What follows belongs to an exercise in optimizing a design on an open flow for small area; a production flow would make more cautious choices. In this exercise RTL edits were held to simulation tests only and were not proved equivalent to the original. Power and IR drop assume default switching activity.

## flow/run.sh

```bash
#!/bin/bash
# synth_recipe.tcl (not shown) runs the flow's synth.tcl, then flattens the netlist and writes it again
# the make line also repeats each setting of config.mk as NAME=value (left out here)
make -C /OpenROAD-flow-scripts/flow DESIGN_CONFIG=/design/flow/config.mk WORK_HOME=/design/flow/orfs CLKGATE_MAP_FILE= SYNTH_SCRIPT=/design/flow/synth_recipe.tcl finish
```

## flow/config.mk

```make
export PLATFORM = sky130hd
export DESIGN_NAME = stw_systolic_top
export DESIGN_NICKNAME = stw_systolic_top
export VERILOG_FILES = /design/flow/design.v
export SDC_FILE = /design/flow/constraint.sdc
export NUM_CORES = 4
export LEC_CHECK = 0
export CAP_MARGIN = 20
export CORE_MARGIN = 2
export CORE_UTILIZATION = 40
export SLEW_MARGIN = 20
```

## flow/constraint.sdc

```tcl
create_clock -name core_clock -period 9.0 [get_ports {clk}]
set_input_delay 1.8000 -clock core_clock [delete_from_list [all_inputs] [get_ports {clk}]]
set_output_delay 1.8000 -clock core_clock [all_outputs]
set_load 0.01 [all_outputs]
```

## flow/design.v

```verilog
package sa_cfg_pkg;
    localparam int DEF_ROWS = 4;
    localparam int DEF_COLS = 4;
    localparam int DATA_W = 8;
    localparam int ACC_W  = 2 * DATA_W + $clog2(DEF_ROWS);
endpackage
package sa_ctl_pkg;
    localparam logic [1:0] FI_NONE   = 2'd0;
    localparam logic [1:0] FI_STUCK0 = 2'd1;    
    localparam logic [1:0] FI_STUCK1 = 2'd2;    
    localparam logic [1:0] FI_FLIP   = 2'd3;    
    localparam logic [1:0] ST_IDLE  = 2'd0;
    localparam logic [1:0] ST_CLEAR = 2'd1;
    localparam logic [1:0] ST_RUN   = 2'd2;
    localparam logic [1:0] ST_DONE  = 2'd3;
    localparam int N_TEST_VEC = 3;
endpackage
`timescale 1ns/1ps
module mac_pe (
    input  logic                         clk,
    input  logic                         rst,
    input  logic                         weight_load,
    input  logic [sa_cfg_pkg::DATA_W-1:0] top_weight,
    output logic [sa_cfg_pkg::DATA_W-1:0] down_weight,
    input  logic [sa_cfg_pkg::DATA_W-1:0] left_act,
    output logic [sa_cfg_pkg::DATA_W-1:0] right_act,
    input  logic [sa_cfg_pkg::ACC_W-1:0]  top_psum,
    output logic [sa_cfg_pkg::ACC_W-1:0]  bottom_psum,
    input  logic [1:0]                   fault_inject,
    input  logic                         bypass,
    output logic                         fail,
    input  logic [sa_cfg_pkg::DATA_W-1:0] st_op1,
    input  logic [sa_cfg_pkg::DATA_W-1:0] st_op2,
    input  logic [sa_cfg_pkg::ACC_W-1:0]  st_add,
    input  logic [sa_cfg_pkg::ACC_W-1:0]  st_expected,
    input  logic                         st_clear,
    input  logic                         st_check
);
    localparam int DW     = sa_cfg_pkg::DATA_W;
    localparam int AW     = sa_cfg_pkg::ACC_W;
    localparam int PROD_W = 2 * DW;
    logic [DW-1:0]     weight;
    logic [DW-1:0]     mul_a;
    logic [DW-1:0]     mul_b;
    logic [PROD_W-1:0] prod;
    logic [AW-1:0]     st_result;
    always_ff @(posedge clk) begin
        if (rst) begin
            weight <= '0;
        end else if (weight_load) begin
            weight <= top_weight;
        end
    end
    assign down_weight = weight;
    assign mul_a = st_check ? st_op1 : left_act;
    assign mul_b = st_check ? st_op2 : weight;
    always_comb begin
        prod = mul_a * mul_b;
        case (fault_inject)
            sa_ctl_pkg::FI_STUCK0: prod = '0;
            sa_ctl_pkg::FI_STUCK1: prod = '1;
            sa_ctl_pkg::FI_FLIP:   prod[0] = ~prod[0];
            default: ;
        endcase
    end
    assign st_result = AW'(prod) + st_add;
    always_ff @(posedge clk) begin
        if (rst || st_clear) begin
            fail <= 1'b0;
        end else if (st_check && (st_result != st_expected)) begin
            fail <= 1'b1;    
        end
    end
    always_ff @(posedge clk) begin
        right_act <= left_act;
        if (bypass) begin
            bottom_psum <= top_psum;
        end else begin
            bottom_psum <= top_psum + AW'(prod);
        end
    end
endmodule
`timescale 1ns/1ps
module skew_line #(
    parameter int LANES   = 4,
    parameter bit REVERSE = 1'b0,
    parameter int WIDTH   = 8
) (
    input  logic               clk,
    input  logic               rst,
    input  logic               valid_in,
    input  logic [LANES*WIDTH-1:0] lanes_in,
    output logic [LANES*WIDTH-1:0] lanes_out,
    output logic               valid_out
);
    logic [LANES-1:0] valid_sr;
    always_ff @(posedge clk) begin
        if (rst) begin
            valid_sr <= '0;
        end else begin
            valid_sr <= {valid_sr[LANES-2:0], valid_in};
        end
    end
    assign valid_out = valid_sr[LANES-1];
    for (genvar i = 0; i < LANES; i++) begin : g_lane
        localparam int DEPTH = REVERSE ? (LANES - i) : i;
        if (DEPTH == 0) begin : g_wire
            assign lanes_out[i*WIDTH +: WIDTH] = lanes_in[i*WIDTH +: WIDTH];
        end else begin : g_sr
            logic [DEPTH*WIDTH-1:0] sr;
            if (DEPTH == 1) begin : g_one
                always_ff @(posedge clk) sr <= lanes_in[i*WIDTH +: WIDTH];
            end else begin : g_many
                always_ff @(posedge clk)
                    sr <= {sr[(DEPTH-1)*WIDTH-1:0], lanes_in[i*WIDTH +: WIDTH]};
            end
            assign lanes_out[i*WIDTH +: WIDTH] = sr[DEPTH*WIDTH-1 -: WIDTH];
        end
    end
endmodule
`timescale 1ns/1ps
module systolic_array #(
    parameter int ROWS = 4,
    parameter int COLS = 4
) (
    input  logic                                clk,
    input  logic                                rst,
    input  logic                                weight_load,
    input  logic [COLS*sa_cfg_pkg::DATA_W-1:0]  weight_in,
    input  logic [ROWS*sa_cfg_pkg::DATA_W-1:0]  act_in,
    output logic [COLS*sa_cfg_pkg::ACC_W-1:0]   psum_out,
    input  logic [ROWS*COLS*2-1:0]              fault_inject,
    input  logic [ROWS*COLS-1:0]                bypass,
    output logic [ROWS*COLS-1:0]                fail,
    input  logic [sa_cfg_pkg::DATA_W-1:0]       st_op1,
    input  logic [sa_cfg_pkg::DATA_W-1:0]       st_op2,
    input  logic [sa_cfg_pkg::ACC_W-1:0]        st_add,
    input  logic [sa_cfg_pkg::ACC_W-1:0]        st_expected,
    input  logic                                st_clear,
    input  logic                                st_check
);
    localparam int DW = sa_cfg_pkg::DATA_W;
    localparam int AW = sa_cfg_pkg::ACC_W;
    logic [DW-1:0] w_bus [ROWS+1][COLS];
    logic [DW-1:0] a_bus [ROWS][COLS+1];
    logic [AW-1:0] p_bus [ROWS+1][COLS];
    for (genvar c = 0; c < COLS; c++) begin : g_col_edge
        assign w_bus[0][c] = weight_in[c*DW +: DW];
        assign p_bus[0][c] = '0;
        assign psum_out[c*AW +: AW] = p_bus[ROWS][c];
    end
    for (genvar r = 0; r < ROWS; r++) begin : g_row_edge
        assign a_bus[r][0] = act_in[r*DW +: DW];
    end
    for (genvar r = 0; r < ROWS; r++) begin : g_row
        for (genvar c = 0; c < COLS; c++) begin : g_col
            mac_pe u_pe (
                .clk          (clk),
                .rst          (rst),
                .weight_load  (weight_load),
                .top_weight   (w_bus[r][c]),
                .down_weight  (w_bus[r+1][c]),
                .left_act     (a_bus[r][c]),
                .right_act    (a_bus[r][c+1]),
                .top_psum     (p_bus[r][c]),
                .bottom_psum  (p_bus[r+1][c]),
                .fault_inject (fault_inject[(r*COLS+c)*2 +: 2]),
                .bypass       (bypass[r*COLS+c]),
                .fail         (fail[r*COLS+c]),
                .st_op1       (st_op1),
                .st_op2       (st_op2),
                .st_add       (st_add),
                .st_expected  (st_expected),
                .st_clear     (st_clear),
                .st_check     (st_check)
            );
        end
    end
endmodule
`timescale 1ns/1ps
module self_test_ctrl #(
    parameter int ROWS = 4,
    parameter int COLS = 4
) (
    input  logic                          clk,
    input  logic                          rst,
    input  logic                          st_req,
    output logic                          st_ack,
    output logic                          st_busy,
    input  logic [ROWS*COLS-1:0]          fail,
    output logic [ROWS*COLS-1:0]          fault_map,
    output logic [sa_cfg_pkg::DATA_W-1:0] st_op1,
    output logic [sa_cfg_pkg::DATA_W-1:0] st_op2,
    output logic [sa_cfg_pkg::ACC_W-1:0]  st_add,
    output logic [sa_cfg_pkg::ACC_W-1:0]  st_expected,
    output logic                          st_clear,
    output logic                          st_check
);
    localparam int IDX_W = $clog2(sa_ctl_pkg::N_TEST_VEC);
    localparam int DW    = sa_cfg_pkg::DATA_W;
    localparam int AW    = sa_cfg_pkg::ACC_W;
    logic [1:0]       state;
    logic [IDX_W-1:0] vec_idx;
    always_ff @(posedge clk) begin
        if (rst) begin
            state     <= sa_ctl_pkg::ST_IDLE;
            vec_idx   <= '0;
            st_ack    <= 1'b0;
            fault_map <= '0;
        end else begin
            case (state)
                sa_ctl_pkg::ST_IDLE: begin
                    if (!st_req) begin
                        st_ack <= 1'b0;      
                    end else if (!st_ack) begin
                        state <= sa_ctl_pkg::ST_CLEAR;
                    end
                end
                sa_ctl_pkg::ST_CLEAR: begin
                    vec_idx <= '0;
                    state   <= sa_ctl_pkg::ST_RUN;
                end
                sa_ctl_pkg::ST_RUN: begin
                    if (vec_idx == IDX_W'(sa_ctl_pkg::N_TEST_VEC - 1)) begin
                        state <= sa_ctl_pkg::ST_DONE;
                    end else begin
                        vec_idx <= vec_idx + 1'b1;
                    end
                end
                sa_ctl_pkg::ST_DONE: begin
                    fault_map <= fail;
                    st_ack    <= 1'b1;
                    state     <= sa_ctl_pkg::ST_IDLE;
                end
                default: state <= sa_ctl_pkg::ST_IDLE;
            endcase
        end
    end
    assign st_busy = (state != sa_ctl_pkg::ST_IDLE) || (st_req && !st_ack);
    always_comb begin
        case (vec_idx)
            IDX_W'(0): begin st_op1 = DW'(7); st_op2 = DW'(5); st_add = AW'(3);   st_expected = AW'(38);  end
            IDX_W'(1): begin st_op1 = DW'(6); st_op2 = DW'(4); st_add = AW'(1);   st_expected = AW'(25);  end
            IDX_W'(2): begin st_op1 = DW'(0); st_op2 = DW'(9); st_add = AW'(100); st_expected = AW'(100); end
            default:   begin st_op1 = '0;     st_op2 = '0;     st_add = '0;       st_expected = '0;       end
        endcase
    end
    assign st_clear = (state == sa_ctl_pkg::ST_CLEAR);
    assign st_check = (state == sa_ctl_pkg::ST_RUN);
endmodule
`timescale 1ns/1ps
module stw_systolic_top #(
    parameter int ROWS = sa_cfg_pkg::DEF_ROWS,
    parameter int COLS = sa_cfg_pkg::DEF_COLS
) (
    input  logic                                clk,
    input  logic                                rst,
    input  logic                                weight_load,
    input  logic [COLS*sa_cfg_pkg::DATA_W-1:0]  weight_in,
    input  logic                                act_valid,
    input  logic [ROWS*sa_cfg_pkg::DATA_W-1:0]  act_in,
    output logic                                psum_valid,
    output logic [COLS*sa_cfg_pkg::ACC_W-1:0]   psum_out,
    input  logic [ROWS*COLS*2-1:0]              fault_inject,
    input  logic                                st_req,
    output logic                                st_ack,
    output logic                                st_busy,
    output logic [ROWS*COLS-1:0]                fault_map
);
    localparam int DW = sa_cfg_pkg::DATA_W;
    localparam int AW = sa_cfg_pkg::ACC_W;
    logic [ROWS*DW-1:0]   act_skew;
    logic [COLS*AW-1:0]   psum_arr;
    logic [ROWS*COLS-1:0] fail_arr;
    logic                 skew_valid;
    logic [DW-1:0] st_op1;
    logic [DW-1:0] st_op2;
    logic [AW-1:0] st_add;
    logic [AW-1:0] st_expected;
    logic          st_clear;
    logic          st_check;
    skew_line #(
        .LANES   (ROWS),
        .REVERSE (1'b0),
        .WIDTH   (DW)
    ) u_in_skew (
        .clk       (clk),
        .rst       (rst),
        .valid_in  (act_valid),
        .lanes_in  (act_in),
        .lanes_out (act_skew),
        .valid_out (skew_valid)
    );
    systolic_array #(
        .ROWS (ROWS),
        .COLS (COLS)
    ) u_array (
        .clk          (clk),
        .rst          (rst),
        .weight_load  (weight_load),
        .weight_in    (weight_in),
        .act_in       (act_skew),
        .psum_out     (psum_arr),
        .fault_inject (fault_inject),
        .bypass       (fault_map),    
        .fail         (fail_arr),
        .st_op1       (st_op1),
        .st_op2       (st_op2),
        .st_add       (st_add),
        .st_expected  (st_expected),
        .st_clear     (st_clear),
        .st_check     (st_check)
    );
    skew_line #(
        .LANES   (COLS),
        .REVERSE (1'b1),
        .WIDTH   (AW)
    ) u_out_deskew (
        .clk       (clk),
        .rst       (rst),
        .valid_in  (skew_valid),
        .lanes_in  (psum_arr),
        .lanes_out (psum_out),
        .valid_out (psum_valid)
    );
    self_test_ctrl #(
        .ROWS (ROWS),
        .COLS (COLS)
    ) u_st_ctrl (
        .clk         (clk),
        .rst         (rst),
        .st_req      (st_req),
        .st_ack      (st_ack),
        .st_busy     (st_busy),
        .fail        (fail_arr),
        .fault_map   (fault_map),
        .st_op1      (st_op1),
        .st_op2      (st_op2),
        .st_add      (st_add),
        .st_expected (st_expected),
        .st_clear    (st_clear),
        .st_check    (st_check)
    );
endmodule
```

==> run summary <==
## Yosys cell counts (all sizes together) (44+ instances only)
| master | count |
|---|---|
| a211oi | 79 |
| a21o | 146 |
| a21oi | 380 |
| a31oi | 62 |
| and2 | 510 |
| and3 | 60 |
| buf | 129 |
| clkbuf | 155 |
| dfxtp | 773 |
| fa | 604 |
| ha | 874 |
| inv | 1088 |
| mux2 | 45 |
| mux2i | 186 |
| nand2 | 630 |
| nand2b | 177 |
| nand3 | 152 |
| nor2 | 921 |
| nor2b | 203 |
| nor3 | 153 |
| nor4 | 45 |
| o21a | 59 |
| o21ai | 411 |
| o21bai | 44 |
| o31ai | 54 |
| or2 | 56 |
| xnor2 | 225 |
| xor2 | 177 |
## kinds of logic after synthesis
kind of cell    after synthesis  synth area share
simple gates               3072            0.2014
mux                         231           0.03131
fa+ha+maj                  1478            0.3039
compound gates             1578            0.1402
flops                       773            0.2042
buf+inv                    1375           0.07244
xor+xnor                    402           0.04647
## power groups by stage
stage               Sequential (mW)  Combinational, mW  Clock [mW]
floorplan                      4.96               8.03           0
global placement               5.23               10.5           0
detailed placement             5.24               10.7           0
CTS                            5.17               10.8        4.00
global route                   5.27               12.1        4.13
finish                         5.16               10.8        3.89
## layout make-up
| class | instances | area share |
|---|---|---|
| antenna | 3 | 0.00009042 |
| clock buffer | 110 | 0.02990 |
| clock inverter | 56 | 0.007882 |
| inverter | 1091 | 0.04933 |
| multi-input combinational | 6761 | 0.6610 |
| sequential | 773 | 0.1864 |
| tap | 2495 | 0.03760 |
| timing repair buffer | 240 | 0.02782 |
## layer usage
metal	share of wire	wire [µm]	GRT usage	vias up
met4	0.034	7048	0.07128	0
met5	0	0	0	-
met2	0.49	102800	0.3804	1306
li1	-	-	-	29890
met3	0.048	10130	0.03085	309
met1	0.43	89930	0.2706	29790
## worst max-delay path: cells and delay by family, from the launching register on
kind | cells | cell delay [ps]
AOI/OAI and AO/OA | 7 | 1950
adders and majority gates | 7 | 2990
buffers and inverters | 6 | 510
DFF | 1 | 410
and+or+nand+nor | 9 | 2050
## state kept, by name (all words and copies together), names as in the netlist
| signal | flops |
|---|---|
| u_array.g_row.g_col.u_pe.weight | 128 |
| u_st_ctrl.st_ack | 1 |
| u_array.g_row.g_col.u_pe.right_act | 96 |
| u_out_deskew.valid_sr | 4 |
| u_st_ctrl.fault_map | 16 |
| u_in_skew.g_lane.g_sr.sr | 48 |
| u_in_skew.valid_sr | 4 |
| u_st_ctrl.state | 2 |
| u_array.g_row.g_col.u_pe.bottom_psum | 276 |
| u_st_ctrl.vec_idx | 2 |
| u_array.g_row.g_col.u_pe.fail | 16 |
| u_out_deskew.g_lane.g_sr.sr | 180 |
## final timing paths
kind                                                                      from                                              to  slack (ps)
worst max-delay path                                      u_st_ctrl.vec_idx[0]  u_array.g_row[2].g_col[3].u_pe.bottom_psum[16]        1000
worst min-delay path            u_array.g_row[3].g_col[0].u_pe.bottom_psum[11]              u_out_deskew.g_lane[0].g_sr.sr[11]         320
worst max register to register                            u_st_ctrl.vec_idx[0]  u_array.g_row[2].g_col[3].u_pe.bottom_psum[16]        1000
worst min register to register  u_array.g_row[3].g_col[0].u_pe.bottom_psum[11]              u_out_deskew.g_lane[0].g_sr.sr[11]         320
## per-stage QoR
stage	power, mW	instances	hold slack, ps
global route	21.52	11530	323.5
global placement	15.77	11360	310.7
detailed placement	15.96	11360	312.1
finish	19.80	11530	317.4
CTS	19.96	11530	309.3
floorplan	12.99	8909	309.6
==> flow_metrics.env <==
export IMPL_clockPowerShare=0.196
export IMPL_place_area_um2=79880
export IMPL_htree_levels=3
export IMPL_relSlewSlack=0.2973
export IMPL_layout_area_seq_um2=15470
export IMPL_ys_seq_elements=773
export IMPL_synth_edf_count=0
export IMPL_cp_max_fo=9
export IMPL_ant_nets=0
export IMPL_tightest_slew_ps=1054
export IMPL_die_width_um=439.2
export IMPL_die_area_um2=192900
export IMPL_core_area_um2=188000
export IMPL_cts_resized=0
export IMPL_combPwrFrac=0.543
export IMPL_tns_ps=0
export IMPL_ir_drop_uv=186.8
export IMPL_design_area_um2=83020
export IMPL_slew_violations=0
export IMPL_synth_nets=10490
export IMPL_clock_sink_count=773
export IMPL_final_fill_count=18530
export IMPL_clk_pin_slew_worst_paths_ps=70
export IMPL_post_route_min_period_ps=8003
export IMPL_grt_pass1_vias=62040
export IMPL_routedWlPerCell_um=18.20
export IMPL_worstHoldPathType="register to register"
export IMPL_cts_tree="built"
export IMPL_synth_largest_area_cell="dfxtp_1"
export IMPL_hold_path_depth=0
export IMPL_yosysUniqueCellTypes=118
export IMPL_p_sw_mw=8.578
export IMPL_grt_pass1_wl_um=334600
export IMPL_num_vias=61290
export IMPL_grt_overflow_total=0
export IMPL_reg2reg_depth=29
export IMPL_layout_commonest_cell="inv_1"
export IMPL_p_seq_frac=0.261
export IMPL_postCtsSetupBuffers=0
export IMPL_cts_inserted_buffers=91
export IMPL_layout_setup_ws_ps=997.2
export IMPL_syn_instance_count=8909
export IMPL_critPathKind="register to register"
export IMPL_synth_top_area_frac=0.2042
export IMPL_rows=159
export IMPL_p_leak_nw=40.69
export IMPL_avgViaCountPerCell=5.316
export IMPL_start_util=0.4030
export IMPL_p_int_mw=11.22
export IMPL_io_pins=192
export IMPL_dr_pass1_iters=7
export IMPL_avgSynthCellArea_um2=8.505
export IMPL_grt_total_usage=0.2164
export IMPL_switching_share=0.4332
export IMPL_start_kind="register"
export IMPL_synth_top_flop_cell="dfxtp_1"
export IMPL_maxCapViolations=0
export IMPL_synth_top_cells_by_area="dfxtp_1 20%, fa_1 16%, ha_1 14%"
export IMPL_drive_gt1_frac=0.04629
export IMPL_status="finished clean"
export IMPL_multiInputGateArea_um2=54880
export IMPL_end_kind="register"
export IMPL_port_buffers=191
export IMPL_wirelength_um=209900
export IMPL_final_nets=10540
export IMPL_clk_path_buf_depth=3
export IMPL_ys_warn_count=11
export IMPL_final_core_util=0.4416
export IMPL_pre_cts_ws_ps=1012
export IMPL_finalCritPeriodShare=0.8892
export IMPL_drtIter0Drc=3712
export IMPL_skew_ps=32.52
export IMPL_async_flop_share=0
export IMPL_gp_congestion=0.9164
export IMPL_finalSetupViolations=0
export IMPL_crit_slowest_cell="nand2b_1"
export IMPL_clock_fmax_mhz=125.0
export IMPL_power_per_cell_area_nw_per_um2=238.5
export IMPL_root_buffer="clkbuf_16"
export IMPL_clk_latency_ps=740
export IMPL_required_ps=9650
export IMPL_rsz0062_at_grt="no"
export IMPL_antenna_found_initial=12
export IMPL_most_common_layout_cells="1087 x inv_1, 917 x nor2_1, 868 x ha_1"
export IMPL_die_h_um=439.2
export IMPL_hpwl_um=170800
export IMPL_cpPeakStageDelay_ps=650
export IMPL_grt_max_degree=98
export IMPL_synth_sequential_area_ratio=0.2042
export IMPL_crit_path_frequent_cell="inv_1"
export IMPL_hold_viol=0
export IMPL_ctsHoldBuffers=0
export IMPL_drc_errors=0
export IMPL_synthesis_area_um2=75770
export IMPL_area_growth_pct=9.571
export IMPL_arrival_ps=8650

==> what the ideal ports hide <==
In the flow no input, the clock included, has a driving cell. The finished layout below was timed again as built, in two steps.
Step 1, drivers: a clkbuf_16 drives clk and a buf_2 each remaining input, both assumed.
Step 2 moves the port delays by t, midway between the first and last clock arrival at a register: inputs arrive t later, outputs are due t later. That takes back most of the time a late clock gives input paths.
Three values: ideal, step 1, step 2; two values: the first two.
t, ns: 0.811
slack for setup (ns): 0.997 / 0.997 / 0.997
hold slack, ns: 0.317 / 0.317 / 0.317
latest minus earliest clock arrival (ns): 0.035 / 0.035
After both steps this run still meets setup and hold. The setup slack of this run moves by 0.000 ns with the drivers and by 0.000 ns with both steps.
